From an optimization exercise on the open Yosys and OpenROAD flow, aimed at small area, a short achievable clock period and few clock cycles per item; shortcuts taken in it are not production practice.
Function was checked by simulation only, so behaviour that the tests miss may differ from the original.

==> flow/design.v, too long to show whole: its modules and the start of the top module <==
// module mult_iter: 4120 lines
// module mult_iter_fa: 10 lines
// module mult_iter_bcp: 4 lines
// module mult_iter_bcn: 4 lines
// module mult_iter_gcp: 3 lines
// module mult_iter_gcn: 3 lines
// module mult_iter_ha: 9 lines
module mult_iter #(
  parameter int WIDTH = 32,
  parameter int DIGIT = 8
) (
  input  logic             clk,
  input  logic             rst_n,
  input  logic             valid_in,
  output logic             ready_out,
  input  logic             sign,
  input  logic [WIDTH-1:0] src_a,
  input  logic [WIDTH-1:0] src_b,
  input  logic             flush,
  output logic             valid_out,
  input  logic             ready_in,
  output logic [WIDTH-1:0] hi,
  output logic [WIDTH-1:0] lo
);
  // ...
==> flow/flow/run.sh <==
#!/bin/bash
# The standard layout with two changes: the port buffers are plain buffers
# (buf_2) instead of the default choice, and timing repair aims at a setup
# slack margin so that the resizer works on the paths that set the period.
set -euo pipefail
bash standard.sh SETUP_SLACK_MARGIN=6.5 "BUFFER_PORTS_ARGS=-buffer_cell sky130_fd_sc_hd__buf_2" finish > standard_flow.log 2>&1
==> flow/standard.sh <==
#!/bin/bash
# synth_recipe.tcl (not shown) runs the flow's synth.tcl, then flattens the netlist and writes it again
# the make line also repeats each setting of config.mk as NAME=value (left out here)
make -C /OpenROAD-flow-scripts/flow DESIGN_CONFIG=/design/flow/config.mk WORK_HOME=/design/flow/orfs CLKGATE_MAP_FILE= SYNTH_SCRIPT=/design/flow/synth_recipe.tcl "${@:-finish}"
==> flow/config.mk <==
export PLATFORM = sky130hd
export DESIGN_NAME = mult_iter
export DESIGN_NICKNAME = mult_iter
export VERILOG_FILES = /design/flow/design.v
export SDC_FILE = /design/flow/constraint.sdc
export NUM_CORES = 4
export LEC_CHECK = 0
export CAP_MARGIN = 20
export CORE_MARGIN = 2
export CORE_UTILIZATION = 40
export SLEW_MARGIN = 20
export SYNTH_HIERARCHICAL = 1
==> flow/constraint.sdc <==
create_clock -name core_clock -period 10.0 [get_ports {clk}]
set_input_delay 2.0000 -clock core_clock [delete_from_list [all_inputs] [get_ports {clk}]]
set_output_delay 2.0000 -clock core_clock [all_outputs]
set_load 0.01 [all_outputs]
==> out/results.txt, run 1 <==
Status - finished clean
Worst skew pair latency - 0.62 ns
Number of fillers in the final layout - 8627
Most frequent cell on the critical path - fa_2
Top register by number of flip-flops - m_q
Part of the Yosys area used for sequential elements - 28.2%
Area fraction of the dominant cell type after synthesis - 27.8%
Dominant kind of cell by area - multi-input gates
First-pass GRT wire length - 194000 um
Complex-gate fraction of the synthesized area - 18.1%
Biggest registers after layout - m_q: 147 flops, p_q: 64 flops, px_q: 64 flops
Starting density of the core - 40.2%
Met2 Wirelength - 60600 um
Reg-to-Reg Start - e2_q[3]$_DFFE_PN_
Vias per inst - 6.23
Crit end category - register
Post-synthesis cell area - 38700 um2
Beginning of the worst hold path - px_q[55]$_DFFE_PP_
Number of cells after detailed placement - 4423
Hold path depth - 1
Testbench counts, summed over its fixed seeds: cycles 1,944, items 1,920.
==> run 2: changes to the inputs <==
==> flow/run.sh (new file) <==
#!/bin/bash
# synth_recipe.tcl (not shown) runs the flow's synth.tcl, then flattens the netlist and writes it again
# the make line also repeats each setting of config.mk as NAME=value (left out here)
make -C /OpenROAD-flow-scripts/flow DESIGN_CONFIG=/design/flow/config.mk WORK_HOME=/design/flow/orfs CLKGATE_MAP_FILE= SYNTH_SCRIPT=/design/flow/synth_recipe.tcl finish
removed: flow/flow/run.sh
removed: flow/standard.sh
==> run 2 against run 1 <==
Final cell count is 3.0% lower. Clock skew grew 0.0084 ns. Utilization down 4.6 points. Global-route usage decreased by 0.88 points. Synthesized cell count stayed put.
==> out/results.txt, run 2 <==
Biggest registers after layout - m_q: 147 flops, p_q: 64 flops, px_q: 64 flops
Critical Path AT - 4.37 ns
Global placement routability congestion - 0.954
Total detailed-routing wirelength - 128000 um
WL/cell - 28.5 um
Crit path launch type - register
Number of ports placed on the die boundary - 136
Top register by number of flip-flops - m_q
Post-cts hold buffer count - 0
Beginning of the critical path - b1_q[13]$_DFFE_PN_
Transition time of the tightest slew-check pin - 1.09 ns
Area used by multi-input combinational logic - 26000 um2
Starting density of the core - 40.2% (unchanged)
Synth-to-Final Area Change - 8.67%
PortBufs - 135
First-pass GRT wire length - 190000 um (-2.0%)
Ranking of synthesized cells by area - edfxtp_1 28%, fa_1 25%, xnor2_1 13%
Largest net degree at the start of global routing - 84
Post-CTS Setup Repair Bufs - 0
Overflow left after global routing - 0
Via count - 27300
Non-filler instance count after layout - 4503
Site Rows - 114
Post-route cell area - 42100 um2
Die Wd - 315 um
Most common cell after layout, fill and taps aside - xnor2_1
Clock sink count - 364
Worst hold slack after final layout - 0.544 ns
Clock transition at the registers of the reported paths - 0.07 ns
Ratio of cells with drive above 1 in the final layout - 17.6%
Critical Setup Path Class - register to register
Part of the Yosys area used for sequential elements - 28.2% (unchanged)
Ys async rst share - 1.65%
Synthesized instance count - 3237
Crit end category - register
Setup repair after global routing missed its margin - no
Worst endpoint required time - 10.36 ns
Cell with the most instances after synthesis - xnor2_1
Layout Skew - 0.0265 ns
Vias per inst - 6.06 (-2.7%)
Placed cell area - 40600 um2
Height of the die - 315 um
HPWL after detailed placement - 81200 um
Final min period - 4.01 ns
Synthesis-stage register bit count - 364
Worst relative slew slack - 27.4%
Top cells by instance count after synthesis - 581 x xnor2_1, 490 x fa_1, 438 x a22oi_1, 358 x edfxtp_1, 260 x buf_2
Most instantiated flip-flop cell in the synthesis netlist - edfxtp_1
Reg-to-Reg Start - b1_q[13]$_DFFE_PN_
Beginning of the worst hold path - px_q[45]$_DFFE_PP_
Synthesized area per cell - 12.0 um2
Library cells used by synthesis - 31
Ordered list of cells on the worst path - buf_4 > a22oi_1 > xnor2_1 > fa_1 > fa_1 > fa_1 > fa_1 > fa_1
Final hold violation count - 0
Most used cells in the layout excluding fill and tap cells - 581 x xnor2_1, 490 x fa_1, 438 x a22oi_1
Number of antenna-violating nets in the routed design - 0
Number of antenna violations at the first check in global routing - 5
Final period util - 40.1%
Post-synthesis cell area - 38700 um2 (unchanged)
Final count of pins violating max slew - 0
Number of fillers in the final layout - 8952 (+3.8%)
Vias in the first global route - 29300
Clock tree buffer depth - 3
Number of cells after detailed placement - 4423 (unchanged)
Delay of the slowest cell on the worst path - 0.57 ns
Most frequent cell on the critical path - fa_1
Number of enable-type register cells in the synthesized netlist - 358
Maxcap violations - 0
Post-synthesis cell type with the largest combined area - edfxtp_1
Max frequency - 0.249 GHz
CTS tree - done
Root buffer cell - clkbuf_16
Overall die area - 99300 um2
Yosys warning total - 7
Router iterations before antenna repair - 7
Flip-flop count of the largest register, all copies and words added - 147
Count of unresolved DRC violations after routing - 0
Clock buffer count from CTS - 44
Final layout net count - 3854
DR iter-0 viols - 3265
Biggest fanout along the worst timing path - 33
Kind of path behind the tightest hold check - register to register
CTS resizes - 0
CP max stage cell - fa_1
Area fraction of the dominant cell type after synthesis - 27.8% (unchanged)
# H-tree levels - 2
Worst skew pair latency - 0.63 ns (about the same)
Status - finished clean
Total Negative Setup Slacks - 0 ns
Final setup viols - 0
CORE AREA - 96300 um2
GRT Util Overall - 25.8%
Area used by sequential logic in the layout - 10900 um2
-- run 2: layout make-up --
cell class                 count  area share (%)
inverter                      18           0.161
tap                         1276            3.79
clock inverter                29           0.743
antenna                        1         0.00595
sequential                   364            25.9
multi-input combinational   2542            61.9
timing repair buffer         223            4.78
clock buffer                  50            2.72
-- run 2: cells by family (layout without fill, tap and decap cells) --
kind of cell / after synthesis / in the layout / synth area share [%]
DFF: 364 / 364 / 28.2
and+or+nand+nor: 343 / 343 / 3.59
muxes: 65 / 65 / 1.89
adders and majority gates: 591 / 591 / 28.6
other: 2 / 27 / 0.0194
buffers and inverters: 355 / 320 / 4.86
xor gates and xnor gates: 654 / 654 / 14.8
AOI/OAI and AO/OA: 863 / 863 / 18.1
-- run 2: per-module statistics from Yosys (local to each module, per instance) --
module | area, um2 | cells inside | copies in the design
mult_iter | 24100 | 2078 | 1
mult_iter_fa | 20.0 | 1 | 490
mult_iter_bcn | 12.5 | 2 | 106
mult_iter_bcp | 12.5 | 2 | 147
mult_iter_ha | 12.5 | 1 | 101
mult_iter_gcp | 8.76 | 1 | 21
mult_iter_gcn | 5.00 | 1 | 41
-- run 2: per-layer routing --
metal | global-route usage [%] | share of wire (%)
met5 | 0 | 0.013
met4 | 9.32 | 3.6
met3 | 8.89 | 14
met2 | 38.8 | 43
met1 | 34.5 | 40
-- run 2: final timing paths --
path                                     end  slack [ns]  cells after the start
max                        m_q[76]$_DFFE_PP_        5.99                      8
max in group asynchronous    rdy_q$_DFF_PN1_        8.11                      1
min reg2reg                p_q[45]$_DFFE_PP_        0.54                      1
min                        p_q[45]$_DFFE_PP_        0.54                      1
min in group asynchronous   vo_q$_DFFE_PN0P_        1.62                      1
max reg2reg                m_q[76]$_DFFE_PP_        5.99                      8
-- run 2: per-stage QoR --
stage               util [%]  setup slack [ns]
floorplan                  -              4.39
global route            43.7              5.93
global placement        42.2              6.13
finish                  43.7              5.99
CTS                     43.7              6.09
detailed placement      42.2              6.10
-- run 2: critical path, delay by kind of cell, from the launching register on --
family | cells | cell delay, ns
DFF | 1 | 0.33
AOI/OAI and AO/OA | 1 | 0.21
xor gates and xnor gates | 1 | 0.20
buffers and inverters | 1 | 0.56
adders and majority gates | 5 | 2.42

[separate check: timing with driven ports]
How much do the figures lean on ideal ports? The routed layouts below were timed once more, with nothing changed but the port constraints. Step 1, drivers: a clkbuf_16 drives clk and a buf_2 each remaining input, both assumed. Step 2 adds t to the input delays and takes it off the output delays; t is the mean of the earliest and latest rising clock arrival at the registers after step 1. Input paths then give back, and output paths get back, about the clock's delay inside the block. Three values: ideal ports, drivers, drivers and shift; two values: the first two.
run | shift t [ns] | setup WS [ns] | hold slack, ns | worst slew at a driven data input, ns | cell pins on the clock port's net
run 1 | 0.683 | 6.298 / 6.298 / 6.298 | 0.543 / 0.543 / 0.543 | 0.05 | 1
run 2 | 0.688 | 5.990 / 5.990 / 5.990 | 0.544 / 0.544 / 0.544 | 0.06 | 1
After both steps setup and hold are still met in every run listed.
